What follows belongs to an exercise in optimizing a design on an open flow for small area; a production flow would make more cautious choices. Function was checked by simulation only, so behaviour that the tests miss may differ from the original. Power is estimated from default activity; no workload was simulated. The flow treats the clock pin as an ideal source, which a real chip does not have.

`flow/design.v`:
```
package box_overlay_pkg;
    typedef struct packed {
        logic [8-1:0] red;
        logic [8-1:0] green;
        logic [8-1:0] blue;
    } rgb_t;
    typedef struct packed {
        logic vsync;
        logic href;
        logic clken;
        rgb_t pixel;
    } video_beat_t;
    typedef struct packed {
        logic               valid;    
        logic [10-1:0] y_max;
        logic [10-1:0] x_max;
        logic [10-1:0] y_min;
        logic [10-1:0] x_min;   
    } box_rect_t;
    typedef struct packed {
        logic [10-1:0] x;
        logic [10-1:0] y;
    } pixel_pos_t;
endpackage
`timescale 1ns/1ps
module pixel_position
#(
    parameter int H_DISP = 640,
    parameter int V_DISP = 480
)
(
    input  logic                         sys_clk,
    input  logic                         sys_rst_n,
    input  box_overlay_pkg::video_beat_t beat,
    output box_overlay_pkg::pixel_pos_t  pos,
    output box_overlay_pkg::pixel_pos_t  pos_nxt,
    output logic                         x_adv,     
    output logic                         x_clr,     
    output logic                         y_adv,     
    output logic                         y_clr,     
    output logic                         armed
);
    localparam logic [10-1:0] X_LAST = 10'(H_DISP - 1);
    localparam logic [10-1:0] Y_END  = 10'(V_DISP);
    logic x_last;
    assign x_last = (pos.x == X_LAST);
    assign x_adv = beat.vsync && beat.clken && !x_last;
    assign x_clr = !beat.vsync || (beat.clken && x_last);
    assign y_adv = beat.vsync && beat.clken && x_last;
    assign y_clr = !beat.vsync;
    always_comb
    begin
        pos_nxt = pos;
        if (x_clr)
            pos_nxt.x = '0;
        else if (x_adv)
            pos_nxt.x = pos.x + 1'b1;
        if (!beat.vsync)
            pos_nxt.y = '0;
        else if (beat.clken && x_last)
            pos_nxt.y = pos.y + 1'b1;
    end
    always_ff @(posedge sys_clk or negedge sys_rst_n)
    begin
        if (!sys_rst_n)
            pos <= '0;
        else
            pos <= pos_nxt;
    end
    always_ff @(posedge sys_clk or negedge sys_rst_n)
    begin
        if (!sys_rst_n)
            armed <= 1'b0;
        else if (!beat.vsync && pos.y == Y_END && pos.x == '0)
            armed <= 1'b1;
    end
endmodule
`timescale 1ns/1ps
module box_table
(
    input  logic                        sys_clk,
    input  logic                        sys_rst_n,
    input  logic                        cfg_req,
    input  logic [4-1:0]      cfg_addr,
    input  box_overlay_pkg::box_rect_t  cfg_data,
    output logic                        cfg_ack,
    input  box_overlay_pkg::pixel_pos_t pos,
    input  box_overlay_pkg::pixel_pos_t pos_nxt,
    input  logic                        x_adv,
    input  logic                        x_clr,
    input  logic                        y_adv,
    input  logic                        y_clr,
    output logic                        hit
);
    logic                  wr_en;
    logic [3:0]            winit;
    logic [16-1:0] box_hit;
    assign wr_en = cfg_req && !cfg_ack;
    always_ff @(posedge sys_clk or negedge sys_rst_n)
    begin
        if (!sys_rst_n)
            cfg_ack <= 1'b0;
        else
            cfg_ack <= cfg_req;
    end
    function automatic logic gt(input logic [10-1:0] a, input logic [10-1:0] b);
        integer i;
        begin
            gt = 1'b0;
            for (i = 0; i < 10; i = i + 1)
                gt = (a[i] && !b[i]) || ((a[i] || !b[i]) && gt);
        end
    endfunction
    assign winit[0] = gt(pos_nxt.x, cfg_data.x_min) && !gt(pos_nxt.x, cfg_data.x_max);
    assign winit[1] = gt(pos_nxt.y, cfg_data.y_min) && !gt(pos_nxt.y, cfg_data.y_max);
    assign winit[2] = cfg_data.valid && gt(cfg_data.x_max, cfg_data.x_min);
    assign winit[3] = cfg_data.valid && gt(cfg_data.y_max, cfg_data.y_min);
    for (genvar i = 0; i < 16; i++)
    begin : g_slot
        box_edge_detect u_slot
        (
            .sys_clk   (sys_clk),
            .sys_rst_n (sys_rst_n),
            .we        (wr_en && cfg_addr == i),
            .wdata     (cfg_data),
            .winit     (winit),
            .pos       (pos),
            .x_adv     (x_adv),
            .x_clr     (x_clr),
            .y_adv     (y_adv),
            .y_clr     (y_clr),
            .hit       (box_hit[i])
        );
    end
    assign hit = |box_hit;
endmodule
`timescale 1ns/1ps
module box_edge_detect
(
    input  logic                        sys_clk,
    input  logic                        sys_rst_n,
    input  logic                        we,
    input  box_overlay_pkg::box_rect_t  wdata,
    input  logic [3:0]                  winit,     
    input  box_overlay_pkg::pixel_pos_t pos,
    input  logic                        x_adv,
    input  logic                        x_clr,
    input  logic                        y_adv,
    input  logic                        y_clr,
    output logic                        hit
);
    logic [10-1:0] x_min;
    logic [10-1:0] y_min;
    logic [10-1:0] x_max;
    logic [10-1:0] y_max;
    logic                hx;
    logic                hy;
    logic                fx;
    logic                fy;
    logic                ex_min;
    logic                ex_max;
    logic                ey_min;
    logic                ey_max;
    assign ex_min = (pos.x == x_min);
    assign ex_max = (pos.x == x_max);
    assign ey_min = (pos.y == y_min);
    assign ey_max = (pos.y == y_max);
    assign hit    = (hx && (ey_min || ey_max) && fx && !ex_max) ||
                    (hy && (ex_min || ex_max) && fy && !ey_max);
    always_ff @(posedge sys_clk or negedge sys_rst_n)
    begin
        if (!sys_rst_n)
        begin
            hx <= 1'b0;
            hy <= 1'b0;
        end
        else if (we)
        begin
            hx <= winit[2];
            hy <= winit[3];
        end
    end
    always_ff @(posedge sys_clk)
    begin
        if (we)
        begin
            x_min <= wdata.x_min;
            y_min <= wdata.y_min;
            x_max <= wdata.x_max;
            y_max <= wdata.y_max;
        end
    end
    always_ff @(posedge sys_clk)
    begin
        if (we)
        begin
            fx <= winit[0];
            fy <= winit[1];
        end
        else
        begin
            fx <= !x_clr && (x_adv ? ((fx && !ex_max) || ex_min) : fx);
            fy <= !y_clr && (y_adv ? ((fy && !ey_max) || ey_min) : fy);
        end
    end
endmodule
`timescale 1ns/1ps
module overlay_mixer
(
    input  logic                         sys_clk,
    input  logic                         sys_rst_n,
    input  box_overlay_pkg::video_beat_t beat,
    input  logic                         hit_c,
    input  logic                         armed,
    output box_overlay_pkg::video_beat_t post
);
    localparam logic [3*8-1:0] MARK = {8'(255), 8'(0),
                                            8'(0)};
    box_overlay_pkg::video_beat_t beat_d;
    logic                         hit;
    logic                         full;
    always_ff @(posedge sys_clk or negedge sys_rst_n)
    begin
        if (!sys_rst_n)
            full <= 1'b0;
        else
            full <= 1'b1;
    end
    always_ff @(posedge sys_clk)
    begin
        beat_d <= beat;
        hit    <= hit_c;
    end
    always_ff @(posedge sys_clk or negedge sys_rst_n)
    begin
        if (!sys_rst_n)
        begin
            post <= '0;
        end
        else
        begin
            post.vsync <= armed && beat_d.vsync;
            post.href  <= armed && beat_d.href;
            post.clken <= armed && beat_d.clken;
            if (armed && hit)
                post.pixel <= MARK;
            else if (full)
                post.pixel <= beat_d.pixel;
            else
                post.pixel <= '0;
        end
    end
endmodule
`timescale 1ns/1ps
module box_overlay_top
#(
    parameter int H_DISP = 640,
    parameter int V_DISP = 480
)
(
    input  logic                         sys_clk,
    input  logic                         sys_rst_n,
    input  logic [3*8+2:0]          per,         
    input  logic                         cfg_req,
    input  logic [4-1:0]       cfg_addr,
    input  logic [(4*10+1)-1:0]            cfg_data,    
    output logic                         cfg_ack,
    output logic [3*8+2:0]          post         
);
    box_overlay_pkg::pixel_pos_t  pos;
    box_overlay_pkg::pixel_pos_t  pos_nxt;
    logic                         x_adv;
    logic                         x_clr;
    logic                         y_adv;
    logic                         y_clr;
    logic                         armed;
    logic                         hit_c;
    pixel_position
    #(
        .H_DISP (H_DISP),
        .V_DISP (V_DISP)
    )
    u_pixel_position
    (
        .sys_clk   (sys_clk),
        .sys_rst_n (sys_rst_n),
        .beat      (per),
        .pos       (pos),
        .pos_nxt   (pos_nxt),
        .x_adv     (x_adv),
        .x_clr     (x_clr),
        .y_adv     (y_adv),
        .y_clr     (y_clr),
        .armed     (armed)
    );
    box_table u_box_table
    (
        .sys_clk   (sys_clk),
        .sys_rst_n (sys_rst_n),
        .cfg_req   (cfg_req),
        .cfg_addr  (cfg_addr),
        .cfg_data  (cfg_data),
        .cfg_ack   (cfg_ack),
        .pos       (pos),
        .pos_nxt   (pos_nxt),
        .x_adv     (x_adv),
        .x_clr     (x_clr),
        .y_adv     (y_adv),
        .y_clr     (y_clr),
        .hit       (hit_c)
    );
    overlay_mixer u_overlay_mixer
    (
        .sys_clk   (sys_clk),
        .sys_rst_n (sys_rst_n),
        .beat      (per),
        .hit_c     (hit_c),
        .armed     (armed),
        .post      (post)
    );
endmodule
```
`flow/flow/run.sh`:
```
#!/bin/bash
# The standard layout (the standard.sh, standard synthesis unchanged) with two
# changes: the port buffers are the smallest buffer, and clock tree synthesis adds
# no dummy loads. Each port still gets its own buffer.
set -euo pipefail
export BUFFER_PORTS_ARGS="-buffer_cell sky130_fd_sc_hd__buf_1"
export CTS_ARGS="-sink_clustering_enable -repair_clock_nets -dont_use_dummy_load -buf_list sky130_fd_sc_hd__clkbuf_16 -sink_clustering_size 30 -sink_clustering_max_diameter 90"
bash standard.sh > standard.log 2>&1
```
`flow/standard.sh`:
```
#!/bin/bash
# synth_recipe.tcl (not shown) runs the flow's synth.tcl, then flattens the netlist and writes it again
# the make line also repeats each setting of config.mk as NAME=value (left out here)
make -C /OpenROAD-flow-scripts/flow DESIGN_CONFIG=/design/flow/config.mk WORK_HOME=/design/flow/orfs CLKGATE_MAP_FILE= SYNTH_SCRIPT=/design/flow/synth_recipe.tcl "${@:-finish}"
```
`flow/config.mk`:
```
export PLATFORM = sky130hd
export DESIGN_NAME = box_overlay_top
export DESIGN_NICKNAME = box_overlay_top
export VERILOG_FILES = /design/flow/design.v
export SDC_FILE = /design/flow/constraint.sdc
export NUM_CORES = 4
export LEC_CHECK = 0
export CAP_MARGIN = 10
export CORE_MARGIN = 2
export CORE_UTILIZATION = 75
export SLEW_MARGIN = 10
```
`flow/constraint.sdc`:
```
create_clock -name core_clock -period 5.0 [get_ports {sys_clk}]
set_input_delay 1.0000 -clock core_clock [delete_from_list [all_inputs] [get_ports {sys_clk}]]
set_output_delay 1.0000 -clock core_clock [all_outputs]
set_load 0.01 [all_outputs]
```
==> results.py, run 1 <==
metrics = {
    "synthesis": {
        "netlist_area_pre_place_um2": 33300,
        "yosysUniqueCellTypes": 74,
        "number_of_cells_produced_by_synthesis": 2357,
        "yosys-mux-area-fraction": 0.00169,
        "post_synth_and_or_nand_nor_area_fraction": 0.0843,
        "synth-main-ff-cell": "edfxtp_1",
        "synth.yosys.seq_area_share": 0.675,
        "synthXorXnorAreaFrac": 0.170,
        "synth_top_family_by_area": "XOR/XNOR gates",
        "yosys_warnings": 4,
        "synthesis.nets": 2436,
        "post_synthesis_share_of_cell_area_spent_on_full_adders_half_adders_and_majority_gates": 0.00541,
        "compound_gate_fraction_of_synth_area": 0.0445,
        "synth-edff-count": 640,
        "synth_area_per_cell_um2": 14.1,
        "asyncSetResetFlopFracSynth": 0.105,
        "ys_seq_elements": 782,
    },
    "layout": {
        "area_growth_syn_to_layout_pct": 6.91,
        "stdcell_area_um2": 35600,
        "final_cell_mix": "640 x edfxtp_1, 399 x xnor2_1, 248 x xor2_1, 155 x nand2_1, 121 x nand4_1",
        "final_layout_size_suffix_gt1_frac": 0.0720,
        "utilization": 0.809,
        "most_common_cell_after_layout_fill_and_taps_aside": "edfxtp_1",
        "multi_input_comb_area_um2": 10200,
        "final_net_count": 2566,
        "filler_cell_count": 2393,
        "register_area_um2": 22500,
    },
    "routing": {
        "detail_route.vias_per_cell": 6.66,
        "drt-total-wl_um": 86100,
        "antenna_violating_nets_post_route": 0,
        "wl_per_cell_um": 28.0,
        "vias": 20500,
        "drt_first_iter_violations": 2719,
        "drt_first_pass_iters": 6,
        "drt_drc_violations_left": 0,
    },
    "pwr": {
        "power.density_cell_area_nw_per_um2": 296,
        "p_leak_nw": 12.0,
        "ir_drop_uv": 381,
    },
    "timing": {
        "highest_clock_rate_mhz": 250,
        "max_slew.worst_pin.slew_ns": 1.15,
        "timing_hold_violations_final": 0,
        "min_period_over_period": 0.799,
        "minimum_setup_slack_in_the_final_design_ns": 1.01,
        "fin_worst_hold_slack_ns": 0.386,
        "setup_tns_ns": 0,
        "finalWorstPathRequiredPeriod_ns": 3.99,
        "headroom_to_the_max_slew_limit": 0.229,
        "grt_setup_unrepaired": "no",
        "report.final.setup_viol": 0,
        "timing.final.max_slew_violations": 0,
        "skew_ns": 0.0437,
    },
    "placed_design": {
        "place_area_um2": 34900,
        "place_ws_ns": 0.809,
        "place_congestion": 0.970,
        "port_buffers": 102,
        "hpwlAfterDp_um": 55200,
    },
    "cts": {
        "ctsRootBufferMaster": "clkbuf_16",
        "worst_skew_pair_later_pin_latency_ns": 0.64,
        "cts_tree": "built",
        "cts-root-to-sink-buffers": 3,
        "clock_tree.htree_level_count": 1,
        "tritoncts.num_buffers": 30,
        "clock_pin_slew_worst_setup_and_hold_paths_ns": 0.11,
        "cts_hold_repair.buffers": 0,
        "clkSinkCount": 782,
        "cts_resized": 0,
        "cts_post_setup_buffers_inserted": 0,
    },
    "global_routing": {
        "grt.total_usage": 0.377,
        "grt_start_max_net_pins": 44,
        "first_global_vias": 20200,
        "antenna_found_initial": 5,
        "global_route.overflow_total": 0,
        "grt_first_pass_wirelength_um": 127000,
    },
    "status": {
        "status": "timing/DRC/antenna clean",
    },
    "floorplan": {
        "core.rowCount": 77,
        "core_area_um2": 44000,
        "design.portCount": 103,
        "initial_util": 0.757,
        "die_area_um2": 46100,
        "chipWidth_um": 215,
        "die_h_um": 215,
    },
    "critical_path": {
        "timing.critical_path.from_type": "flop",
        "timing.critical_path.arrival_ns": 4.46,
        "worst_setup_path_category": "reg -> reg",
        "critical_path_data_required_time_ns": 5.47,
        "critical_path.max_fanout": 17,
        "setup.worst_path.end_class": "flop",
    },
    "min_path": {
        "worstHoldPathType": "in -> async",
    },
    "job": {
        "max_cap_violations": 0,
    },
}
[worst max-delay path, stage by stage, from the launching register on]
cell and delay, ns:
dfrtp_2 0.59, ha_1 0.31, and4_1 0.30, nand3_1 0.35, and2_1 0.19, buf_4 0.24, o21ai_0 0.19, maj3_1 0.36
maj3_1 0.38, o21ai_0 0.18, o211ai_1 0.11, nand2_1 0.45, o21ai_0 0.17
[per-layer routing]
metal  global-route usage  share of wire  vias up
li1                     -              -     8764
met1                0.505           0.36    10300
met2                0.622           0.49     1271
met3               0.0621           0.10      208
met4                0.164          0.046        4
met5                    0        0.00031        -
[through the flow]
stage                     power (mW)  std cells
after floorplan                 7.52       2357
after CTS                       10.5       3077
final                           10.6       3079
after detailed placement        7.81       3047
after global placement          7.79       3047
after global routing            10.8       3077
[synthesized netlist by cell type (25+ instances only)]
cell type  count  area share
nor4_1        94       0.018
xor2_1       248       0.065
nor2_1        34      0.0038
buf_1         25      0.0028
nand3_1       34      0.0051
xnor2_1      399        0.10
edfxtp_1     640        0.58
nand2_1      155       0.017
inv_1         56      0.0063
o21ai_0       79       0.012
dfrtp_1       82       0.062
dfxtp_1       60       0.036
nand4_1      121       0.023
clkbuf_1      77      0.0087
[path summary, 6_finish.rpt]
path | startpoint | endpoint | slack (ns) | cells after the start
worst max-delay path | u_pixel_position.pos[10] | u_box_table.g_slot[5].u_slot.fx | 1.01 | 12
worst min-delay path | sys_rst_n | u_overlay_mixer.post[26] | 0.39 | 1
worst max register to register | u_pixel_position.pos[10] | u_box_table.g_slot[5].u_slot.fx | 1.01 | 12
worst min register to register | u_overlay_mixer.beat_d[22] | u_overlay_mixer.post[22] | 0.44 | 2
max in group asynchronous | sys_rst_n | u_pixel_position.pos[5] | 3.51 | 2
min in group core_clock | u_overlay_mixer.beat_d[22] | u_overlay_mixer.post[22] | 0.44 | 2
[cells by family after synthesis]
group / after synthesis
mux: 5
fa+ha+maj: 17
simple gates: 525
buf+inv: 166
xor+xnor: 647
compound gates: 214
other cells: 1
flops: 782
[sequential cells by signal, summed over array words and instances, names as in the netlist]
name and flops:
u_box_table.g_slot.u_slot.x_max 160, u_box_table.g_slot.u_slot.x_min 160, u_box_table.g_slot.u_slot.y_max 160, u_box_table.g_slot.u_slot.y_min 160, u_overlay_mixer.beat_d 27, u_overlay_mixer.post 27
u_pixel_position.pos 20, u_box_table.g_slot.u_slot.fx 16, u_box_table.g_slot.u_slot.fy 16, u_box_table.g_slot.u_slot.hx 16, u_box_table.g_slot.u_slot.hy 16, u_box_table.cfg_ack 1
u_overlay_mixer.full 1, u_overlay_mixer.hit 1, u_pixel_position.armed 1
[cell type report]
class	instances	share of cell area
diodes	2	0.000141
well taps	592	0.0208
repair buffers	208	0.0336
flip-flops and latches	782	0.632
inverters	56	0.00590
clock buffers	30	0.0211
multi-input cells	1409	0.287
[power breakdown]
part	leakage [nW]	internal [mW]	switching, mW	total, mW
clock network	0.370	1.08	1.80	2.88
registers	7.32	7.14	0.0540	7.19
logic	4.28	0.137	0.346	0.482
total	12.0	8.35	2.20	10.6
==> inputs of run 2 (changes only) <==
--- a/flow/flow/run.sh
+++ b/flow/flow/run.sh
@@ -6,3 +6,3 @@
 export BUFFER_PORTS_ARGS="-buffer_cell sky130_fd_sc_hd__buf_1"
-export CTS_ARGS="-sink_clustering_enable -repair_clock_nets -dont_use_dummy_load -buf_list sky130_fd_sc_hd__clkbuf_16 -sink_clustering_size 30 -sink_clustering_max_diameter 90"
+export CTS_ARGS="-sink_clustering_enable -repair_clock_nets -dont_use_dummy_load -buf_list sky130_fd_sc_hd__clkbuf_16 -sink_clustering_size 28 -sink_clustering_max_diameter 100"
 bash standard.sh > standard.log 2>&1
==> run 2 against run 1 <==
Compared with the run above:
- via count is essentially flat
- still clean on timing, DRC and antenna
- critical path type unchanged
- largest cell class unchanged
- clock-buffer cell count grew 1
- clock skew shrank 0.019 ns
- sequential cell count is the same
- fmax shrank 0.79%
==> results.py, run 2 <==
metrics = {
    "status": {
        "status": "timing/DRC/antenna clean",
    },
    "layout": {
        "most_common_cell_after_layout_fill_and_taps_aside": "edfxtp_1",
        "utilization": 0.810,
        "final_cell_mix": "640 x edfxtp_1, 399 x xnor2_1, 248 x xor2_1, 155 x nand2_1, 121 x nand4_1",
        "final_layout_size_suffix_gt1_frac": 0.0724,
        "filler_cell_count": 2408,
        "final_net_count": 2567,
        "multi_input_comb_area_um2": 10200,
        "area_growth_syn_to_layout_pct": 6.99,
        "register_area_um2": 22500,
    },
    "floorplan": {
        "initial_util": 0.757,
        "chipWidth_um": 215,
        "die_h_um": 215,
        "core.rowCount": 77,
        "core_area_um2": 44000,
        "design.portCount": 103,
        "die_area_um2": 46100,
    },
    "routing": {
        "drt_drc_violations_left": 0,
        "antenna_violating_nets_post_route": 0,
        "drt-total-wl_um": 85800,
        "drt_first_iter_violations": 2770,
        "detail_route.vias_per_cell": 6.66,
        "wl_per_cell_um": 27.9,
        "vias": 20500,
        "drt_first_pass_iters": 6,
    },
    "cts": {
        "cts_post_setup_buffers_inserted": 0,
        "clkSinkCount": 782,
        "cts_tree": "built",
        "tritoncts.num_buffers": 31,
        "ctsRootBufferMaster": "clkbuf_16",
        "cts-root-to-sink-buffers": 3,
        "cts_hold_repair.buffers": 0,
        "clock_tree.htree_level_count": 1,
        "worst_skew_pair_later_pin_latency_ns": 0.64,
        "clock_pin_slew_worst_setup_and_hold_paths_ns": 0.12,
        "cts_resized": 0,
    },
    "synthesis": {
        "asyncSetResetFlopFracSynth": 0.105,
        "synthXorXnorAreaFrac": 0.170,
        "synth.most_common_cell": "edfxtp_1",
        "synth-main-ff-cell": "edfxtp_1",
        "yosys-mux-area-fraction": 0.00169,
        "compound_gate_fraction_of_synth_area": 0.0445,
        "yosysUniqueCellTypes": 74,
        "post-synth-top-area-fraction": 0.577,
        "synth.top_cells.by_count": "640 x edfxtp_1, 399 x xnor2_1, 248 x xor2_1",
        "synth_top_family_by_area": "XOR/XNOR gates",
        "post_synth_and_or_nand_nor_area_fraction": 0.0843,
        "ys_seq_elements": 782,
        "synth.top_cells.by_area": "edfxtp_1 58%, xnor2_1 10%, xor2_1 6.5%",
        "yosys_warnings": 4,
        "netlist_area_pre_place_um2": 33300,
        "post_synthesis_share_of_cell_area_spent_on_full_adders_half_adders_and_majority_gates": 0.00541,
        "synth-edff-count": 640,
        "synth.yosys.seq_area_share": 0.675,
        "number_of_cells_produced_by_synthesis": 2357,
        "synth_area_per_cell_um2": 14.1,
        "synth_top_area_cell": "edfxtp_1",
        "synthesis.nets": 2436,
    },
    "timing": {
        "setup_tns_ns": 0,
        "minimum_setup_slack_in_the_final_design_ns": 0.974,
        "highest_clock_rate_mhz": 248,
        "finalWorstPathRequiredPeriod_ns": 4.03,
        "max_slew.worst_pin.slew_ns": 1.21,
        "timing.final.max_slew_violations": 0,
        "report.final.setup_viol": 0,
        "skew_ns": 0.0244,
        "fin_worst_hold_slack_ns": 0.370,
        "grt_setup_unrepaired": "no",
        "min_period_over_period": 0.805,
        "headroom_to_the_max_slew_limit": 0.188,
        "timing_hold_violations_final": 0,
    },
    "critical_path": {
        "timing.critical_path.from_type": "flop",
        "worst_setup_path_category": "reg -> reg",
        "critical_path_data_required_time_ns": 5.51,
        "setup.worst_path.end_class": "flop",
        "critical_path.max_fanout": 24,
        "startpoint": "u_pixel_position.pos[0]",
        "worstReg2RegStart": "u_pixel_position.pos[0]",
        "timing.critical_path.arrival_ns": 4.54,
    },
    "placed_design": {
        "place_ws_ns": 0.809,
        "hpwlAfterDp_um": 55200,
        "place_congestion": 0.970,
        "port_buffers": 102,
    },
    "pwr": {
        "power.share.combinational": 0.045,
        "clock_power_share": 0.276,
        "p_leak_nw": 12.0,
        "power_report.internal_total_mw": 8.38,
        "pwr-share-seq": 0.679,
        "power_switching_mw": 2.21,
        "post-layout-total-power_mw": 10.6,
        "power.density_cell_area_nw_per_um2": 297,
        "ir_drop_uv": 388,
        "switching_share": 0.208,
    },
    "job": {
        "max_cap_violations": 0,
    },
    "global_routing": {
        "global_route.overflow_total": 0,
        "grt_start_max_net_pins": 44,
        "grt_first_pass_wirelength_um": 126000,
        "antenna_found_initial": 3,
        "grt.total_usage": 0.374,
        "first_global_vias": 20200,
    },
    "min_path": {
        "worstHoldPathType": "in -> async",
    },
}
run 2: cell types whose count changed in the layout (fill, tap and decap cells not counted), sizes merged:
cell	change
clkbuf	+1
run 2: kinds of logic after synthesis:
group	after synthesis
flops	782
xor+xnor	647
simple gates	525
compound gates	214
buf+inv	166
fa+ha+maj	17
mux	5
other cells	1
run 2: power by group through the flow:
| stage | combinational (mW) | sequential [mW] | clock [mW] |
|---|---|---|---|
| after floorplan | 0.200 | 7.32 | 0 |
| after global placement | 0.458 | 7.33 | 0 |
| after detailed placement | 0.472 | 7.33 | 0 |
| after CTS | 0.474 | 7.19 | 2.92 |
| after global routing | 0.512 | 7.20 | 3.12 |
| final | 0.481 | 7.19 | 2.92 |
run 2: path summary, 6_finish.rpt:
check                                             endpoint  slack [ns]  cells past startpoint
hold / removal                    u_pixel_position.pos[11]        0.37                      1
min in group core_clock           u_overlay_mixer.post[21]        0.44                      2
setup reg to reg           u_box_table.g_slot[8].u_slot.fy        0.97                     12
hold reg to reg                   u_overlay_mixer.post[21]        0.44                      2
max in group asynchronous          u_pixel_position.pos[8]        3.53                      2
setup / recovery           u_box_table.g_slot[8].u_slot.fy        0.97                     12
run 2: per-stage QoR:
stage | area [um2] | std cells
floorplan | 33300 | 2357
global placement | 34900 | 3047
detailed placement | 34900 | 3047
CTS | 35600 | 3078
global route | 35600 | 3078
finish | 35600 | 3080
run 2: cell type report:
cell class,count,share of cell area
sequential,782,0.631
multi-input combinational,1409,0.287
timing repair buffer,208,0.0336
clock buffer,31,0.0218
tap,592,0.0208
inverter,56,0.00590
antenna,2,0.000140
run 2: worst max-delay path: stages, from the launching register on:
cell and delay (ns):
dfrtp_2 0.92, ha_1 0.33, nand3_1 0.09, nor4_1 0.28, mux2i_1 0.65, o22ai_1 0.17
a22oi_1 0.27, a211oi_2 0.12, a211oi_1 0.38, a2111oi_0 0.14, nor2_1 0.14, buf_4 0.28
o22ai_1 0.12
run 2: metal layers:
layer | part of all wire | GRT usage | vias up
li1 | - | - | 8763
met1 | 0.36 | 0.503 | 10200
met2 | 0.49 | 0.627 | 1323
met3 | 0.11 | 0.0555 | 213
met4 | 0.042 | 0.147 | 2
met5 | 0.00015 | 0 | -
==> inputs of run 3 (changes only) <==
--- a/flow/flow/run.sh
+++ b/flow/flow/run.sh
@@ -6,3 +6,3 @@
 export BUFFER_PORTS_ARGS="-buffer_cell sky130_fd_sc_hd__buf_1"
-export CTS_ARGS="-sink_clustering_enable -repair_clock_nets -dont_use_dummy_load -buf_list sky130_fd_sc_hd__clkbuf_16 -sink_clustering_size 28 -sink_clustering_max_diameter 100"
+export CTS_ARGS="-sink_clustering_enable -repair_clock_nets -dont_use_dummy_load -buf_list sky130_fd_sc_hd__clkbuf_16 -sink_clustering_size 30 -sink_clustering_max_diameter 100"
 bash standard.sh > standard.log 2>&1
==> run 3 against run 2 <==
Compared with the run above:
- utilization down 0.062 points
- sequential cell count unchanged
- wire length up 0.36%
- sequential power about the same
- via count down 0.59%
- total power down 0.48%
- die area unchanged
- critical path depth unchanged
- highest routed layer unchanged
- worst setup slack better by 0.031 ns
- largest cell class unchanged
- critical endpoint is now u_box_table.g_slot[5].u_slot.fx
- fmax up 0.77%
- clock-buffer cell count down 1
- register-to-register slack better by 0.03 ns
==> results.py, run 3 <==
metrics = {
    "routing": {
        "vias": 20400,
        "detail_route.vias_per_cell": 6.62,
        "drt-total-wl_um": 86100,
        "drt_first_iter_violations": 2818,
        "drt_first_pass_iters": 6,
        "antenna_violating_nets_post_route": 0,
        "wl_per_cell_um": 28.0,
        "drt_drc_violations_left": 0,
    },
    "cts": {
        "clock_tree.htree_level_count": 1,
        "tritoncts.num_buffers": 30,
        "cts_hold_repair.buffers": 0,
        "clkSinkCount": 782,
        "cts_resized": 0,
        "clock_pin_slew_worst_setup_and_hold_paths_ns": 0.12,
        "ctsRootBufferMaster": "clkbuf_16",
        "worst_skew_pair_later_pin_latency_ns": 0.65,
        "cts_tree": "built",
        "cts-root-to-sink-buffers": 3,
        "cts_post_setup_buffers_inserted": 0,
    },
    "global_routing": {
        "first_global_vias": 20200,
        "grt.total_usage": 0.375,
        "grt_start_max_net_pins": 44,
        "antenna_found_initial": 3,
        "grt_first_pass_wirelength_um": 126000,
        "global_route.overflow_total": 0,
    },
    "status": {
        "status": "timing/DRC/antenna clean",
    },
    "critical_path": {
        "startpoint": "u_pixel_position.pos[10]",
        "critical_path.max_fanout": 17,
        "timing.critical_path.arrival_ns": 4.51,
        "worstReg2RegStart": "u_pixel_position.pos[10]",
        "timing.critical_path.from_type": "flop",
        "critical_path_data_required_time_ns": 5.51,
        "worst_setup_path_category": "reg -> reg",
        "setup.worst_path.end_class": "flop",
    },
    "placed_design": {
        "place_congestion": 0.970,
        "hpwlAfterDp_um": 55200,
        "placed_cells_incl_taps": 3047,
        "port_buffers": 102,
    },
    "floorplan": {
        "design.portCount": 103,
        "die_area_um2": 46100,
        "die_h_um": 215,
        "core.rowCount": 77,
        "chipWidth_um": 215,
        "initial_util": 0.757,
        "core_area_um2": 44000,
    },
    "pwr": {
        "post-layout-total-power_mw": 10.5,
        "p_leak_nw": 12.0,
        "power.density_cell_area_nw_per_um2": 296,
        "ir_drop_uv": 336,
    },
    "synthesis": {
        "synth_area_per_cell_um2": 14.1,
        "synth.top_cells.by_count": "640 x edfxtp_1, 399 x xnor2_1, 248 x xor2_1",
        "synthesis.nets": 2436,
        "netlist_area_pre_place_um2": 33300,
        "ys_seq_elements": 782,
        "yosys_warnings": 4,
        "yosysUniqueCellTypes": 74,
        "synth.most_common_cell": "edfxtp_1",
        "number_of_cells_produced_by_synthesis": 2357,
        "synth-edff-count": 640,
        "synth.top_cells.by_area": "edfxtp_1 58%, xnor2_1 10%, xor2_1 6.5%",
        "post-synth-top-area-fraction": 0.577,
        "asyncSetResetFlopFracSynth": 0.105,
        "synth_top_area_cell": "edfxtp_1",
        "synth-main-ff-cell": "edfxtp_1",
        "synth.yosys.seq_area_share": 0.675,
    },
    "layout": {
        "area_growth_syn_to_layout_pct": 6.90,
        "final_layout_size_suffix_gt1_frac": 0.0720,
        "most_common_cell_after_layout_fill_and_taps_aside": "edfxtp_1",
        "final_cell_mix": "640 x edfxtp_1, 399 x xnor2_1, 248 x xor2_1, 155 x nand2_1, 121 x nand4_1",
        "final_cell_count_no_fill": 3078,
        "final_net_count": 2566,
    },
    "timing": {
        "max_slew.worst_pin.slew_ns": 1.26,
        "report.final.setup_viol": 0,
        "headroom_to_the_max_slew_limit": 0.154,
        "highest_clock_rate_mhz": 250,
        "finalWorstPathRequiredPeriod_ns": 4.00,
        "skew_ns": 0.0768,
        "timing.final.max_slew_violations": 0,
        "timing_hold_violations_final": 0,
        "setup_tns_ns": 0,
        "grt_setup_unrepaired": "no",
        "min_period_over_period": 0.799,
    },
    "min_path": {
        "worstHoldPathType": "in -> async",
    },
    "job": {
        "max_cap_violations": 0,
    },
}
-- run 3: cell counts after synthesis --
No cell type changed its count.
-- run 3: layout make-up --
| type | instances | area (um2) |
|---|---|---|
| Sequential cell | 782 | 22500 |
| Antenna cell | 1 | 2.50 |
| Clock buffer | 30 | 751 |
| Multi-Input combinational cell | 1409 | 10200 |
| Tap cell | 592 | 741 |
| Fill cell | 2422 | 8410 |
| Timing Repair Buffer | 208 | 1200 |
| Inverter | 56 | 210 |
-- run 3: where the power goes --
group	switching, mW	internal (mW)	leakage [nW]
logic	0.346	0.137	4.28
clock network	1.79	1.08	0.370
registers	0.0538	7.14	7.32
-- run 3: logic make-up after synthesis --
group | count (synthesis) | synth area share
buffers and inverters | 166 | 0.0193
and+or+nand+nor | 525 | 0.0843
AOI/OAI and AO/OA | 214 | 0.0445
muxes | 5 | 0.00169
xor gates and xnor gates | 647 | 0.170
other | 1 | 0.000113
DFF | 782 | 0.675
adders and majority gates | 17 | 0.00541
-- run 3: worst max-delay path, cell delays in order (launching register included) --
cell,delay [ns]
dfrtp_2,0.60
ha_1,0.31
and4_1,0.30
nand3_1,0.32
and2_1,0.19
buf_4,0.24
o21ai_0,0.19
maj3_1,0.36
maj3_1,0.38
o21ai_0,0.18
o211ai_1,0.12
nand2_1,0.48
o21ai_0,0.17
-- run 3: path summary, 6_finish.rpt --
path	slack, ns	endpoint	depth (start not counted)
setup / recovery	1.00	u_box_table.g_slot[5].u_slot.fx	12
hold / removal	0.35	u_overlay_mixer.post[24]	1
setup reg to reg	1.00	u_box_table.g_slot[5].u_slot.fx	12
hold reg to reg	0.44	u_overlay_mixer.post[20]	2
max in group asynchronous	3.52	u_pixel_position.pos[4]	2
min in group core_clock	0.44	u_overlay_mixer.beat_d[11]	1
-- run 3: through the flow --
| step | setup WS [ns] | area, um2 | util | hold WS [ns] |
|---|---|---|---|---|
| 2_1_floorplan | 0.887 | 33300 | - | 0.403 |
| 3_3_place_gp | 0.878 | 34900 | 0.792 | 0.407 |
| 3_5_place_dp | 0.809 | 34900 | 0.792 | 0.425 |
| 4_1_cts | 1.13 | 35600 | 0.809 | 0.356 |
| 5_1_grt | 0.705 | 35600 | 0.809 | 0.399 |
| 6_report | 1.00 | 35600 | 0.809 | 0.350 |
-- run 3: layer usage --
layer	share of wire	track usage	wire (um)	vias to the layer above
met4	0.049	0.158	4210	2
met5	0.00013	0	11	-
met3	0.10	0.0643	8800	246
met2	0.49	0.622	41800	1249
li1	-	-	-	8765
met1	0.36	0.499	31300	10100
==> inputs of run 4 (changes only) <==
--- a/flow/flow/run.sh
+++ b/flow/flow/run.sh
@@ -6,3 +6,3 @@
 export BUFFER_PORTS_ARGS="-buffer_cell sky130_fd_sc_hd__buf_1"
-export CTS_ARGS="-sink_clustering_enable -repair_clock_nets -dont_use_dummy_load -buf_list sky130_fd_sc_hd__clkbuf_16 -sink_clustering_size 30 -sink_clustering_max_diameter 100"
+export CTS_ARGS="-sink_clustering_enable -repair_clock_nets -dont_use_dummy_load -buf_list sky130_fd_sc_hd__clkbuf_16 -sink_clustering_size 28 -sink_clustering_max_diameter 80"
 bash standard.sh > standard.log 2>&1
--- a/flow/config.mk
+++ b/flow/config.mk
@@ -10,2 +10,3 @@
 export CORE_UTILIZATION = 75
+export PLACE_DENSITY = 0.85
 export SLEW_MARGIN = 10
==> run 4 against run 3 <==
Compared with the run above:
- clock-buffer cell count is 6 higher
- still clean
- cell count is 0.36% higher
- sequential share of layout area is 0.46 points lower
- worst setup slack worse by 0.041 ns
- non-clock buffer count is 4 higher
- die area stayed put
- first-iteration DRC count is 5.0% lower
- largest power group unchanged
- via count hardly changed
- sequential power hardly changed
- total power is 2.8% higher
==> results.py, run 4 <==
metrics = {
    "status": {
        "status": "timing/DRC/antenna clean",
    },
    "critical_path": {
        "worst_setup_path_category": "reg -> reg",
        "crit_path_max_delay_family": "simple AND/OR/NAND/NOR gates",
        "setup.worst_path.end_class": "flop",
        "worstPathCellList": "ha_1 > and4_1 > nand3_1 > o21a_1 > o21ai_0 > o221ai_1 > or3b_1 > nand4_1 > a2111oi_0 > nor2_1 > buf_4 > o22ai_1",
        "critical_path.max_fanout": 16,
        "cpMaxStageDelayCell": "dfrtp_2",
        "cpPeakStageDelay_ns": 0.62,
        "critical_path_data_required_time_ns": 5.45,
        "critical_path.n_buffers_inverters": 1,
        "timing.critical_path.from_type": "flop",
        "timing.critical_path.arrival_ns": 4.49,
    },
    "job": {
        "max_cap_violations": 0,
    },
    "min_path": {
        "worstHoldPathType": "reg -> reg",
    },
    "floorplan": {
        "core.rowCount": 77,
        "die_h_um": 215,
        "design.portCount": 103,
        "initial_util": 0.757,
        "chipWidth_um": 215,
        "die_area_um2": 46100,
        "core_area_um2": 44000,
    },
    "routing": {
        "vias": 20400,
        "drt_first_iter_violations": 2677,
        "drt_first_pass_iters": 6,
        "antenna_violating_nets_post_route": 0,
        "drt-total-wl_um": 85900,
        "detail_route.vias_per_cell": 6.59,
        "drt_drc_violations_left": 0,
        "wl_per_cell_um": 27.8,
    },
    "synthesis": {
        "yosysUniqueCellTypes": 74,
        "synth.most_common_cell": "edfxtp_1",
        "ys_seq_elements": 782,
        "compound_gate_fraction_of_synth_area": 0.0445,
        "asyncSetResetFlopFracSynth": 0.105,
        "synthXorXnorAreaFrac": 0.170,
        "yosys_warnings": 4,
        "post_synthesis_share_of_cell_area_spent_on_full_adders_half_adders_and_majority_gates": 0.00541,
        "synth-edff-count": 640,
        "post-synth-top-area-fraction": 0.577,
        "yosys-mux-area-fraction": 0.00169,
        "synth_area_per_cell_um2": 14.1,
        "post_synth_and_or_nand_nor_area_fraction": 0.0843,
        "netlist_area_pre_place_um2": 33300,
        "synth.top_cells.by_count": "640 x edfxtp_1, 399 x xnor2_1, 248 x xor2_1",
        "synth_top_area_cell": "edfxtp_1",
        "synth-main-ff-cell": "edfxtp_1",
        "number_of_cells_produced_by_synthesis": 2357,
        "synthesis.nets": 2436,
        "synth_top_family_by_area": "XOR/XNOR gates",
        "synth.yosys.seq_area_share": 0.675,
        "synth.top_cells.by_area": "edfxtp_1 58%, xnor2_1 10%, xor2_1 6.5%",
    },
    "cts": {
        "ctsRootBufferMaster": "clkbuf_16",
        "clkSinkCount": 782,
        "worst_skew_pair_later_pin_latency_ns": 0.59,
        "cts-root-to-sink-buffers": 3,
        "clock_tree.htree_level_count": 2,
        "cts_post_setup_buffers_inserted": 0,
        "clock_pin_slew_worst_setup_and_hold_paths_ns": 0.10,
        "tritoncts.num_buffers": 36,
        "cts_hold_repair.buffers": 0,
        "cts_tree": "built",
        "cts_resized": 0,
    },
    "layout": {
        "most_common_cell_after_layout_fill_and_taps_aside": "edfxtp_1",
        "final_net_count": 2576,
        "final_layout_size_suffix_gt1_frac": 0.0758,
        "final_cell_mix": "640 x edfxtp_1, 399 x xnor2_1, 248 x xor2_1, 155 x nand2_1, 121 x nand4_1",
        "utilization": 0.815,
        "area_growth_syn_to_layout_pct": 7.68,
    },
    "global_routing": {
        "grt_first_pass_wirelength_um": 127000,
        "first_global_vias": 20300,
        "grt.total_usage": 0.377,
        "antenna_found_initial": 5,
        "global_route.overflow_total": 0,
        "grt_start_max_net_pins": 51,
    },
    "timing": {
        "timing.final.max_slew_violations": 0,
        "highest_clock_rate_mhz": 248,
        "max_slew.worst_pin.slew_ns": 1.21,
        "minimum_setup_slack_in_the_final_design_ns": 0.963,
        "finalWorstPathRequiredPeriod_ns": 4.04,
        "headroom_to_the_max_slew_limit": 0.189,
        "timing_hold_violations_final": 0,
        "skew_ns": 0.0466,
        "setup_tns_ns": 0,
        "report.final.setup_viol": 0,
        "min_period_over_period": 0.807,
        "grt_setup_unrepaired": "no",
    },
    "placed_design": {
        "hpwlAfterDp_um": 54100,
        "place_congestion": 1.01,
        "port_buffers": 102,
        "place_ws_ns": 0.666,
    },
    "pwr": {
        "post-layout-total-power_mw": 10.8,
        "power.density_cell_area_nw_per_um2": 302,
        "p_leak_nw": 12.1,
        "ir_drop_uv": 330,
    },
}
run 4: cell types whose count changed in the layout (fill, tap and decap cells not counted):
| cell | delta |
|---|---|
| diode_2 | +1 |
| buf_16 | +2 |
| buf_12 | +3 |
| clkinv_1 | -7 |
| nor4_2 | -1 |
| buf_4 | -1 |
| nor4_1 | +1 |
| a31oi_2 | +1 |
| clkbuf_16 | +6 |
| a31oi_1 | -1 |
| inv_1 | +7 |
run 4: final cells by class:
cell class	instances	area [um2]
inverter	56	210
clock buffer	36	901
timing repair buffer	212	1300
antenna	2	5.00
multi-input combinational	1409	10200
fill	2364	8150
sequential	782	22500
tap	592	741
run 4: tightest hold or removal path, delay by kind of cell (launching register included):
kind	cells	cell delay (ns)
flip-flops	1	0.31
AND/OR/NAND/NOR	2	0.10
run 4: final timing paths:
| kind | endpoint | slack (ns) | from | cells past startpoint |
|---|---|---|---|---|
| max | u_box_table.g_slot[8].u_slot.fy | 0.96 | u_pixel_position.pos[10] | 12 |
| min | u_overlay_mixer.post[18] | 0.43 | u_overlay_mixer.beat_d[18] | 2 |
| max reg2reg | u_box_table.g_slot[8].u_slot.fy | 0.96 | u_pixel_position.pos[10] | 12 |
| min reg2reg | u_overlay_mixer.post[18] | 0.43 | u_overlay_mixer.beat_d[18] | 2 |
| max in group asynchronous | u_pixel_position.pos[1] | 3.42 | sys_rst_n | 2 |
| min in group asynchronous | u_overlay_mixer.post[21] | 0.49 | sys_rst_n | 1 |
run 4: kinds of logic (layout without fill, tap and decap cells):
group | Yosys count | count (layout)
other | 1 | 3
and+or+nand+nor | 525 | 525
DFF | 782 | 782
muxes | 5 | 5
buffers and inverters | 166 | 304
adders and majority gates | 17 | 17
AOI/OAI and AO/OA | 214 | 214
xor gates and xnor gates | 647 | 647
run 4: power by group:
group | internal (mW) | total, mW | leakage [nW] | switching, mW
sequential | 7.14 | 7.19 | 7.32 | 0.0558
clock | 1.30 | 3.15 | 0.444 | 1.85
combinational | 0.137 | 0.486 | 4.38 | 0.348
run 4: through the flow:
stage                     std cells  area [um2]  hold WS [ns]
final                          3089       35900         0.433
after global routing           3087       35900         0.464
after CTS                      3085       35800         0.436
after detailed placement       3049       34900         0.419
after global placement         3049       34900         0.406
after floorplan                2357       33300         0.403
run 4: layer usage:
| metal | GRT usage | up-vias | wire length, um |
|---|---|---|---|
| li1 | - | 8779 | - |
| met3 | 0.0686 | 250 | 9560 |
| met2 | 0.613 | 1274 | 41500 |
| met5 | 0 | - | 40 |
| met4 | 0.169 | 6 | 4010 |
| met1 | 0.506 | 10100 | 30800 |
==> inputs of run 5 (changes only) <==
--- a/flow/design.v
+++ b/flow/design.v
@@ -45,7 +45,9 @@
     logic x_last;
+    logic y_last;
     assign x_last = (pos.x == X_LAST);
+    assign y_last = &pos.y;
     assign x_adv = beat.vsync && beat.clken && !x_last;
     assign x_clr = !beat.vsync || (beat.clken && x_last);
-    assign y_adv = beat.vsync && beat.clken && x_last;
-    assign y_clr = !beat.vsync;
+    assign y_adv = beat.vsync && beat.clken && x_last && !y_last;
+    assign y_clr = !beat.vsync || (beat.clken && x_last && y_last);
     always_comb
==> run 5 against run 4 <==
Compared with the run above:
- cell count decreased by 0.91%
- largest cell class unchanged
- critical path depth shrank 5
- sequential cell count did not move
- clock power barely moved
- combinational power rose by 8.8%
- still clean on timing, DRC and antenna
- first-iteration DRC count rose by 13%
- critical path type unchanged
- via count grew 1.2%
==> results.py, run 5 <==
metrics = {
    "synthesis": {
        "asyncSetResetFlopFracSynth": 0.105,
        "yosys_warnings": 4,
        "synth_top_area_cell": "edfxtp_1",
        "ys_seq_elements": 782,
        "synth.yosys.seq_area_share": 0.672,
        "synth-edff-count": 640,
        "yosysUniqueCellTypes": 81,
        "number_of_cells_produced_by_synthesis": 2334,
        "synth.top_cells.by_area": "edfxtp_1 58%, xnor2_1 11%, dfrtp_1 6.1%",
        "synth-main-ff-cell": "edfxtp_1",
        "synth.most_common_cell": "edfxtp_1",
        "netlist_area_pre_place_um2": 33400,
        "synthesis.nets": 2413,
        "synth_area_per_cell_um2": 14.3,
        "post-synth-top-area-fraction": 0.575,
        "synth.top_cells.by_count": "640 x edfxtp_1, 420 x xnor2_1, 226 x xor2_1",
    },
    "cts": {
        "tritoncts.num_buffers": 37,
        "cts_hold_repair.buffers": 0,
        "ctsRootBufferMaster": "clkbuf_16",
        "cts_post_setup_buffers_inserted": 0,
        "worst_skew_pair_later_pin_latency_ns": 0.59,
        "cts_resized": 0,
        "clock_pin_slew_worst_setup_and_hold_paths_ns": 0.09,
        "cts_tree": "built",
        "cts-root-to-sink-buffers": 3,
        "clkSinkCount": 782,
        "clock_tree.htree_level_count": 2,
    },
    "floorplan": {
        "chipWidth_um": 215,
        "die_area_um2": 46300,
        "initial_util": 0.757,
        "design.portCount": 103,
        "core_area_um2": 44100,
        "core.rowCount": 77,
        "die_h_um": 215,
    },
    "pwr": {
        "p_leak_nw": 12.0,
        "power_report.internal_total_mw": 8.65,
        "pwr-share-seq": 0.660,
        "power.share.combinational": 0.048,
        "clock_power_share": 0.291,
        "switching_share": 0.209,
        "ir_drop_uv": 399,
        "post-layout-total-power_mw": 10.9,
        "power.density_cell_area_nw_per_um2": 303,
        "power_switching_mw": 2.28,
    },
    "timing": {
        "timing.final.max_slew_violations": 0,
        "max_slew.worst_pin.slew_ns": 1.28,
        "timing_hold_violations_final": 0,
        "headroom_to_the_max_slew_limit": 0.139,
        "grt_setup_unrepaired": "no",
        "setup_tns_ns": 0,
        "report.final.setup_viol": 0,
        "skew_ns": 0.0470,
        "highest_clock_rate_mhz": 251,
        "min_period_over_period": 0.795,
        "finalWorstPathRequiredPeriod_ns": 3.98,
    },
    "placed_design": {
        "port_buffers": 102,
        "place_congestion": 0.914,
        "hpwlAfterDp_um": 53400,
        "place_area_um2": 35100,
    },
    "routing": {
        "drt_first_iter_violations": 3017,
        "wl_per_cell_um": 28.3,
        "detail_route.vias_per_cell": 6.73,
        "vias": 20600,
        "drt-total-wl_um": 86800,
        "antenna_violating_nets_post_route": 0,
        "drt_first_pass_iters": 6,
        "drt_drc_violations_left": 0,
    },
    "layout": {
        "final_layout_size_suffix_gt1_frac": 0.0932,
        "most_common_cell_after_layout_fill_and_taps_aside": "edfxtp_1",
        "final_net_count": 2550,
        "stdcell_area_um2": 36000,
        "utilization": 0.816,
        "area_growth_syn_to_layout_pct": 7.71,
        "final_cell_mix": "640 x edfxtp_1, 420 x xnor2_1, 226 x xor2_1, 127 x nand4_1, 107 x buf_4",
        "antennaDiodeCount": 0,
    },
    "global_routing": {
        "first_global_vias": 20800,
        "grt_start_max_net_pins": 62,
        "grt.total_usage": 0.379,
        "global_route.overflow_total": 0,
        "grt_first_pass_wirelength_um": 128000,
        "antenna_found_initial": 1,
    },
    "min_path": {
        "hold_path_startpoint": "u_overlay_mixer.beat_d[21]",
        "worstHoldPathType": "reg -> reg",
        "worstHoldEndpoint": "u_overlay_mixer.post[21]",
        "worst_hold_path_depth": 2,
    },
    "critical_path": {
        "rr_endpoint": "u_box_table.g_slot[10].u_slot.fx",
        "critical_path.max_fanout": 19,
        "timing.critical_path.from_type": "flop",
        "worst_r2r_path_depth": 7,
        "critical_path_data_required_time_ns": 5.47,
        "timing.critical_path.arrival_ns": 4.45,
        "timing.reg2reg.setup_slack_ns": 1.02,
        "worstReg2RegStart": "u_pixel_position.pos[13]",
        "worst_setup_path_category": "reg -> reg",
        "setup.worst_path.end_class": "flop",
    },
    "job": {
        "max_cap_violations": 0,
    },
    "status": {
        "status": "timing/DRC/antenna clean",
    },
}
[run 5: cell count changes in the layout (fill, tap and decap cells not counted), sizes merged, moves of 21 or more]
| cell | before | now |
|---|---|---|
| nand2 | 155 | 72 |
| a21oi | 8 | 60 |
| nor2 | 34 | 70 |
| o22ai | 28 | 4 |
| xor2 | 248 | 226 |
| xnor2 | 399 | 420 |
[run 5: logic make-up after synthesis]
family,count (synthesis),share of synthesized area
flops,782,0.672
fa+ha+maj,12,0.00389
mux,20,0.00663
simple gates,454,0.0753
other cells,1,0.000112
compound gates,249,0.0511
xor+xnor,646,0.169
buf+inv,170,0.0213
[run 5: power groups by stage]
stage / clock network [mW] / logic [mW] / registers [mW]
after floorplan: 0 / 0.228 / 7.35
after global placement: 0 / 0.499 / 7.35
after detailed placement: 0 / 0.520 / 7.36
after CTS: 3.18 / 0.522 / 7.21
after global routing: 3.36 / 0.565 / 7.22
final: 3.18 / 0.529 / 7.21
[run 5: worst max-delay path by stage]
stage,from,endpoint,slack (ns)
3_3_place_gp,per[24],u_box_table.g_slot[10].u_slot.fx,0.81
2_1_floorplan,cfg_addr[0],u_box_table.g_slot[12].u_slot.hx,0.97
4_1_cts,u_pixel_position.pos[13],u_box_table.g_slot[15].u_slot.fx,1.20
5_1_grt,u_pixel_position.pos[13],u_box_table.g_slot[3].u_slot.fx,0.81
6_report,u_pixel_position.pos[13],u_box_table.g_slot[10].u_slot.fx,1.02
3_5_place_dp,per[24],u_box_table.g_slot[15].u_slot.fx,0.68
[run 5: area by class of cell]
type	instances	area, um2
Multi-Input combinational cell	1382	10400
Timing Repair Buffer	211	1230
Inverter	57	214
Tap cell	592	741
Clock buffer	37	926
Sequential cell	782	22500
Fill cell	2322	8120
[run 5: stage by stage]
step           hold WS, ns  instances  worst slack (ns)
2_1_floorplan        0.411       2334             0.967
3_3_place_gp         0.412       3024             0.810
3_5_place_dp         0.426       3024             0.681
4_1_cts              0.437       3061              1.20
5_1_grt              0.454       3061             0.814
6_report             0.432       3061              1.02
[run 5: critical path: stages, from the launching register on]
cell	delay [ns]
dfrtp_2	0.66
nand4_1	0.62
o31ai_4	0.86
buf_4	0.38
a21oi_1	0.14
o21ai_0	0.21
nand4_1	0.60
a31oi_1	0.37
[run 5: layer usage]
metal,GRT usage,wire [um],up-vias
met3,0.0607,9890,252
li1,-,-,8768
met4,0.140,3260,0
met2,0.610,41400,1367
met1,0.532,32200,10200
met5,0,0,-
==> inputs of run 6 (changes only) <==
--- a/flow/config.mk
+++ b/flow/config.mk
@@ -7,6 +7,5 @@
 export LEC_CHECK = 0
-export CAP_MARGIN = 10
+export CAP_MARGIN = 5
 export CORE_MARGIN = 2
 export CORE_UTILIZATION = 75
-export PLACE_DENSITY = 0.85
-export SLEW_MARGIN = 10
+export SLEW_MARGIN = 5
==> run 6 against run 5 <==
Compared with the run above:
- still clean on timing, DRC and antenna
- area after synthesis unchanged
- global-route usage rose by 0.97 points
- via count rose by 0.53%
- synthesized cell count unchanged
- clock skew is 0.0064 ns lower
- register-to-register slack better by 0.06 ns
- clock-buffer cell count decreased by 1
- fmax grew 0.98%
- cell count grew 0.20%
- worst setup slack gained 0.038 ns
- critical path depth is 3 higher
==> results.py, run 6 <==
metrics = {
    "status": {
        "status": "timing/DRC/antenna clean",
    },
    "cts": {
        "ctsRootBufferMaster": "clkbuf_16",
        "clock_pin_slew_worst_setup_and_hold_paths_ns": 0.10,
        "cts_resized": 0,
        "worst_skew_pair_later_pin_latency_ns": 0.60,
        "cts_post_setup_buffers_inserted": 0,
        "cts-root-to-sink-buffers": 3,
        "cts_hold_repair.buffers": 0,
        "clkSinkCount": 782,
        "clock_tree.htree_level_count": 2,
        "cts_tree": "built",
        "tritoncts.num_buffers": 36,
    },
    "timing": {
        "max_slew.worst_pin.slew_ns": 1.40,
        "finalWorstPathRequiredPeriod_ns": 3.94,
        "min_period_over_period": 0.788,
        "minimum_setup_slack_in_the_final_design_ns": 1.06,
        "timing.final.max_slew_violations": 0,
        "fin_worst_hold_slack_ns": 0.459,
        "highest_clock_rate_mhz": 254,
        "report.final.setup_viol": 0,
        "timing_hold_violations_final": 0,
        "setup_tns_ns": 0,
        "grt_setup_unrepaired": "no",
        "headroom_to_the_max_slew_limit": 0.0648,
        "skew_ns": 0.0407,
    },
    "layout": {
        "final_cell_mix": "640 x edfxtp_1, 420 x xnor2_1, 226 x xor2_1, 127 x nand4_1, 116 x buf_4",
        "final_net_count": 2556,
        "final_cell_count_no_fill": 3067,
        "filler_cell_count": 2287,
        "final_layout_size_suffix_gt1_frac": 0.0954,
        "multi_input_comb_area_um2": 10400,
        "most_common_cell_after_layout_fill_and_taps_aside": "edfxtp_1",
        "area_growth_syn_to_layout_pct": 7.72,
        "register_area_um2": 22500,
        "stdcell_area_um2": 36000,
        "antennaDiodeCount": 0,
    },
    "job": {
        "max_cap_violations": 0,
    },
    "pwr": {
        "power.density_cell_area_nw_per_um2": 303,
        "ir_drop_uv": 391,
        "p_leak_nw": 12.0,
    },
    "critical_path": {
        "critical_path_data_required_time_ns": 5.47,
        "setup.worst_path.end_class": "flop",
        "timing.critical_path.arrival_ns": 4.41,
        "worst_setup_path_category": "in -> reg",
        "timing.critical_path.from_type": "input port",
        "critical_path.max_fanout": 16,
    },
    "floorplan": {
        "initial_util": 0.757,
        "die_area_um2": 46300,
        "design.portCount": 103,
        "core_area_um2": 44100,
        "die_h_um": 215,
        "core.rowCount": 77,
        "chipWidth_um": 215,
    },
    "synthesis": {
        "yosysUniqueCellTypes": 81,
        "synth-main-ff-cell": "edfxtp_1",
        "synth_area_per_cell_um2": 14.3,
        "yosys_warnings": 4,
        "ys_seq_elements": 782,
        "synth.top_cells.by_area": "edfxtp_1 58%, xnor2_1 11%, dfrtp_1 6.1%",
        "synth-edff-count": 640,
        "post-synth-top-area-fraction": 0.575,
        "synth.top_cells.by_count": "640 x edfxtp_1, 420 x xnor2_1, 226 x xor2_1",
        "synthesis.nets": 2413,
        "asyncSetResetFlopFracSynth": 0.105,
        "synth.yosys.seq_area_share": 0.672,
        "synth.most_common_cell": "edfxtp_1",
        "netlist_area_pre_place_um2": 33400,
        "synth_top_area_cell": "edfxtp_1",
        "number_of_cells_produced_by_synthesis": 2334,
    },
    "routing": {
        "drt-total-wl_um": 88300,
        "detail_route.vias_per_cell": 6.76,
        "drt_first_iter_violations": 2976,
        "wl_met2_um": 41700,
        "antenna_violating_nets_post_route": 0,
        "drt_drc_violations_left": 0,
        "wl_met1_um": 32900,
        "drt_first_pass_iters": 6,
        "routed.top_layer": "met4",
        "vias": 20700,
        "met3_length_um": 10300,
        "wl_per_cell_um": 28.8,
    },
    "placed_design": {
        "place_congestion": 0.936,
        "hpwlAfterDp_um": 54600,
        "place_ws_ns": 0.649,
        "placed_cells_incl_taps": 3031,
        "port_buffers": 102,
        "place_area_um2": 35100,
    },
    "global_routing": {
        "antenna_found_initial": 0,
        "grt_first_pass_wirelength_um": 131000,
        "grt.total_usage": 0.388,
        "first_global_vias": 20900,
        "grt_start_max_net_pins": 48,
        "global_route.overflow_total": 0,
    },
    "min_path": {
        "worstHoldPathType": "reg -> reg",
    },
}
==> run 6: path summary, 6_finish.rpt <==
path	startpoint	end	slack, ns	cells after the start
min in group asynchronous	sys_rst_n	u_box_table.cfg_ack	0.50	1
hold reg to reg	u_overlay_mixer.beat_d[17]	u_overlay_mixer.post[17]	0.46	2
setup reg to reg	u_pixel_position.pos[13]	u_box_table.g_slot[9].u_slot.fy	1.08	10
max in group asynchronous	sys_rst_n	u_pixel_position.pos[18]	3.39	2
setup / recovery	per[24]	u_box_table.g_slot[10].u_slot.fx	1.06	10
hold / removal	u_overlay_mixer.beat_d[17]	u_overlay_mixer.post[17]	0.46	2
==> run 6: power breakdown <==
part,internal [mW],total [mW],switching [mW]
clock,1.30,3.14,1.84
combinational,0.159,0.538,0.379
sequential,7.16,7.21,0.0595
total,8.61,10.9,2.28
==> run 6: logic make-up (layout without fill, tap and decap cells) <==
group | count (synthesis) | in the layout | share of synthesized area
flip-flops | 782 | 782 | 0.672
multiplexers | 20 | 20 | 0.00663
other | 1 | 1 | 0.000112
buffers and inverters | 170 | 311 | 0.0213
AO/OA/AOI/OAI | 249 | 249 | 0.0511
XOR/XNOR | 646 | 646 | 0.169
adder cells (fa/ha/maj) | 12 | 12 | 0.00389
AND/OR/NAND/NOR | 454 | 454 | 0.0753
==> run 6: cell type report <==
| type | instances | share of cell area |
|---|---|---|
| Clock buffer | 36 | 0.0250 |
| Inverter | 57 | 0.00594 |
| Multi-Input combinational cell | 1382 | 0.289 |
| Sequential cell | 782 | 0.625 |
| Tap cell | 592 | 0.0206 |
| Timing Repair Buffer | 218 | 0.0349 |
==> run 6: per-stage QoR <==
step	util	total power, mW
floorplan	-	7.58
global placement	0.796	7.86
detailed placement	0.796	7.88
CTS	0.816	10.9
global route	0.816	11.2
finish	0.816	10.9
==> run 6: layer usage <==
metal | track usage | vias up
met2 | 0.616 | 1389
li1 | - | 8768
met5 | 0 | -
met4 | 0.138 | 0
met3 | 0.0674 | 230
met1 | 0.555 | 10300
==> run 6: critical path, stage by stage <==
cell       delay, ns
buf_1           0.47
nand2_1         0.40
o311ai_0        0.80
or2_2           0.22
o2111ai_1       0.13
a21oi_1         0.16
o211ai_1        0.14
nand2_1         0.10
nand4_1         0.58
a31oi_1         0.39
==> inputs of run 7 (changes only) <==
--- a/flow/design.v
+++ b/flow/design.v
@@ -45,9 +45,7 @@
     logic x_last;
-    logic y_last;
     assign x_last = (pos.x == X_LAST);
-    assign y_last = &pos.y;
     assign x_adv = beat.vsync && beat.clken && !x_last;
     assign x_clr = !beat.vsync || (beat.clken && x_last);
-    assign y_adv = beat.vsync && beat.clken && x_last && !y_last;
-    assign y_clr = !beat.vsync || (beat.clken && x_last && y_last);
+    assign y_adv = beat.vsync && beat.clken && x_last;
+    assign y_clr = !beat.vsync;
     always_comb
--- a/flow/flow/run.sh
+++ b/flow/flow/run.sh
@@ -6,3 +6,3 @@
 export BUFFER_PORTS_ARGS="-buffer_cell sky130_fd_sc_hd__buf_1"
-export CTS_ARGS="-sink_clustering_enable -repair_clock_nets -dont_use_dummy_load -buf_list sky130_fd_sc_hd__clkbuf_16 -sink_clustering_size 28 -sink_clustering_max_diameter 80"
+export CTS_ARGS="-sink_clustering_enable -repair_clock_nets -dont_use_dummy_load -buf_list sky130_fd_sc_hd__clkbuf_16 -sink_clustering_size 26 -sink_clustering_max_diameter 100"
 bash standard.sh > standard.log 2>&1
--- a/flow/config.mk
+++ b/flow/config.mk
@@ -7,5 +7,5 @@
 export LEC_CHECK = 0
-export CAP_MARGIN = 5
+export CAP_MARGIN = 10
 export CORE_MARGIN = 2
 export CORE_UTILIZATION = 75
-export SLEW_MARGIN = 5
+export SLEW_MARGIN = 10
==> run 7 against run 6 <==
Compared with the run above:
- register-to-register slack worse by 0.09 ns
- wire length is 2.3% lower
- die area is 0.32% lower
- largest cell class unchanged
- critical path depth is 2 higher
- area after synthesis is 0.33% lower
- critical path type is now reg -> reg
- clock-buffer cell count stayed put
- first-iteration DRC count is 5.0% lower
- combinational power is about 10% lower
- via count is 1.5% lower
- highest routed layer is now met5
- synthesized cell count is 0.99% higher
==> results.py, run 7 <==
metrics = {
    "status": {
        "status": "timing/DRC/antenna clean",
    },
    "layout": {
        "final_cell_count_no_fill": 3085,
        "most_common_cell_after_layout_fill_and_taps_aside": "edfxtp_1",
        "final_layout_size_suffix_gt1_frac": 0.0743,
        "filler_cell_count": 2414,
        "final_cell_mix": "640 x edfxtp_1, 399 x xnor2_1, 248 x xor2_1, 155 x nand2_1, 121 x nand4_1",
        "final_net_count": 2572,
        "stdcell_area_um2": 35800,
        "area_growth_syn_to_layout_pct": 7.36,
        "register_area_um2": 22500,
        "multi_input_comb_area_um2": 10200,
        "utilization": 0.812,
    },
    "timing": {
        "min_period_over_period": 0.801,
        "skew_ns": 0.0748,
        "highest_clock_rate_mhz": 250,
        "minimum_setup_slack_in_the_final_design_ns": 0.995,
        "headroom_to_the_max_slew_limit": 0.157,
        "grt_setup_unrepaired": "no",
        "finalWorstPathRequiredPeriod_ns": 4.01,
        "setup_tns_ns": 0,
        "timing.final.max_slew_violations": 0,
        "report.final.setup_viol": 0,
        "max_slew.worst_pin.slew_ns": 1.25,
        "timing_hold_violations_final": 0,
    },
    "synthesis": {
        "synth-main-ff-cell": "edfxtp_1",
        "synthesis.nets": 2436,
        "synth.top_cells.by_count": "640 x edfxtp_1, 399 x xnor2_1, 248 x xor2_1",
        "ys_seq_elements": 782,
        "synth_area_per_cell_um2": 14.1,
        "synth.yosys.seq_area_share": 0.675,
        "yosys_warnings": 4,
        "number_of_cells_produced_by_synthesis": 2357,
        "netlist_area_pre_place_um2": 33300,
        "asyncSetResetFlopFracSynth": 0.105,
        "yosysUniqueCellTypes": 74,
        "synth_top_area_cell": "edfxtp_1",
        "synth.top_cells.by_area": "edfxtp_1 58%, xnor2_1 10%, xor2_1 6.5%",
        "post-synth-top-area-fraction": 0.577,
        "synth-edff-count": 640,
        "synth.most_common_cell": "edfxtp_1",
    },
    "global_routing": {
        "grt_start_max_net_pins": 44,
        "grt_use_met1": 0.506,
        "grt_first_pass_wirelength_um": 127000,
        "globalRoute.busiestLayer": "met2",
        "grt_use_met2": 0.622,
        "antenna_found_initial": 4,
        "first_global_vias": 20400,
        "globalRouteMet3Util": 0.0594,
        "global_route.overflow_total": 0,
        "grt.total_usage": 0.380,
    },
    "routing": {
        "drt_drc_violations_left": 0,
        "antenna_violating_nets_post_route": 0,
        "detail_route.vias_per_cell": 6.62,
        "drt_first_pass_iters": 7,
        "drt-total-wl_um": 86300,
        "wl_per_cell_um": 28.0,
        "vias": 20400,
        "drt_first_iter_violations": 2828,
    },
    "critical_path": {
        "critical_path_data_required_time_ns": 5.45,
        "critical_path.max_fanout": 17,
        "timing.reg2reg.setup_slack_ns": 0.99,
        "timing.critical_path.arrival_ns": 4.46,
        "timing.critical_path.from_type": "flop",
        "rr_endpoint": "u_box_table.g_slot[5].u_slot.fx",
        "worst_r2r_path_depth": 12,
        "worstReg2RegStart": "u_pixel_position.pos[10]",
        "setup.worst_path.end_class": "flop",
        "worst_setup_path_category": "reg -> reg",
    },
    "cts": {
        "cts_hold_repair.buffers": 0,
        "cts_tree": "built",
        "cts_post_setup_buffers_inserted": 0,
        "cts_resized": 0,
        "tritoncts.num_buffers": 36,
        "cts-root-to-sink-buffers": 3,
        "clock_pin_slew_worst_setup_and_hold_paths_ns": 0.10,
        "clock_tree.htree_level_count": 2,
        "ctsRootBufferMaster": "clkbuf_16",
        "clkSinkCount": 782,
        "worst_skew_pair_later_pin_latency_ns": 0.59,
    },
    "floorplan": {
        "die_area_um2": 46100,
        "design.portCount": 103,
        "core_area_um2": 44000,
        "die_h_um": 215,
        "chipWidth_um": 215,
        "core.rowCount": 77,
        "initial_util": 0.757,
    },
    "placed_design": {
        "place_congestion": 0.970,
        "place_area_um2": 34900,
        "port_buffers": 102,
        "place_ws_ns": 0.809,
        "hpwlAfterDp_um": 55200,
        "placed_cells_incl_taps": 3047,
    },
    "job": {
        "max_cap_violations": 0,
    },
    "min_path": {
        "worstHoldPathType": "in -> async",
    },
    "pwr": {
        "ir_drop_uv": 379,
        "p_leak_nw": 12.0,
        "power.density_cell_area_nw_per_um2": 302,
    },
}
-- run 7: cell count changes after synthesis, sizes merged, moves of 21 or more --
cell and change:
a21oi -52, buf -25, clkbuf +22, nand2 +83, nor2 -36, o22ai +24, xnor2 -21, xor2 +22
-- run 7: kinds of logic (layout without fill, tap and decap cells) --
group	count (synthesis)	after routing	share of synthesized area
flip-flops	782	782	0.675
XOR/XNOR	647	647	0.170
AND/OR/NAND/NOR	525	525	0.0843
AO/OA/AOI/OAI	214	214	0.0445
buffers and inverters	166	300	0.0193
adder cells (fa/ha/maj)	17	17	0.00541
multiplexers	5	5	0.00169
other	1	3	0.000113
-- run 7: through the flow --
| step | power, mW | hold WS (ns) |
|---|---|---|
| floorplan | 7.52 | 0.403 |
| global placement | 7.79 | 0.407 |
| detailed placement | 7.81 | 0.425 |
| CTS | 10.8 | 0.422 |
| global route | 11.1 | 0.461 |
| finish | 10.8 | 0.420 |
-- run 7: cell type report --
class                   instances  share of cell area
flip-flops and latches        782               0.629
inverters                      56             0.00588
well taps                     592              0.0207
clock buffers                  36              0.0252
multi-input cells            1409               0.286
repair buffers                208              0.0334
diodes                          2            0.000140
-- run 7: how the worst max path moves through the flow --
stage | startpoint | end | depth (start not counted) | slack [ns]
finish | u_pixel_position.pos[10] | u_box_table.g_slot[5].u_slot.fx | 12 | 0.99
global placement | cfg_data[30] | u_box_table.g_slot[14].u_slot.hy | 12 | 0.88
global route | u_pixel_position.pos[10] | u_box_table.g_slot[8].u_slot.fy | 12 | 0.75
detailed placement | cfg_data[30] | u_box_table.g_slot[12].u_slot.hy | 12 | 0.81
floorplan | u_pixel_position.pos[0] | u_box_table.g_slot[14].u_slot.fy | 16 | 0.89
CTS | u_pixel_position.pos[0] | u_box_table.g_slot[6].u_slot.fy | 12 | 1.15
-- run 7: power by group --
part	internal (mW)	switching [mW]	total, mW
clock	1.30	1.84	3.14
sequential	7.14	0.0543	7.19
combinational	0.137	0.345	0.482
total	8.57	2.24	10.8
-- run 7: critical path, cell delays in order, from the launching register on --
cell and delay (ns):
dfrtp_2 0.58, ha_1 0.31, and4_1 0.30, nand3_1 0.32, and2_1 0.19, buf_4 0.24, o21ai_0 0.19, maj3_1 0.36
maj3_1 0.38, o21ai_0 0.20, o211ai_1 0.12, nand2_1 0.47, o21ai_0 0.20
-- run 7: metal layers --
layer / share of wire / routed length [um]
met4: 0.055 / 4760
met1: 0.37 / 31800
met3: 0.096 / 8260
met2: 0.48 / 41400
met5: 0.00015 / 13

afterwards: timing with drivers on the ports:
The flow's constraints put no driver on any port. The routed layouts listed below were extracted and timed again, unchanged, in two steps.
Step 1 assumes that a clkbuf_16 drives the clock port and a buf_2 every other input.
Step 2 also shifts input and output timing later by t, the mid clock arrival at the registers, as if the neighbouring blocks saw the same clock.
Slacks: ideal / step 1 / step 2; pairs: ideal / step 1.
run	t (ns)	setup slack, ns	worst data-port slew with drivers (ns)
run 1	0.679	1.006 / 1.006 / 0.731	0.10
run 2	0.693	0.974 / 0.974 / 0.732	0.09
run 3	0.679	1.004 / 1.005 / 0.771	0.10
run 4	0.633	0.963 / 0.963 / 0.619	0.09
run 5	0.627	1.024 / 1.024 / 0.531	0.10
run 6	0.639	1.062 / 1.081 / 0.461	0.06
run 7	0.618	0.995 / 0.995 / 0.742	0.09
After both steps setup and hold are still met in every run listed. For run 6, which loses most, drivers alone change the setup slack by +0.019 ns; drivers and shift together by -0.601 ns.
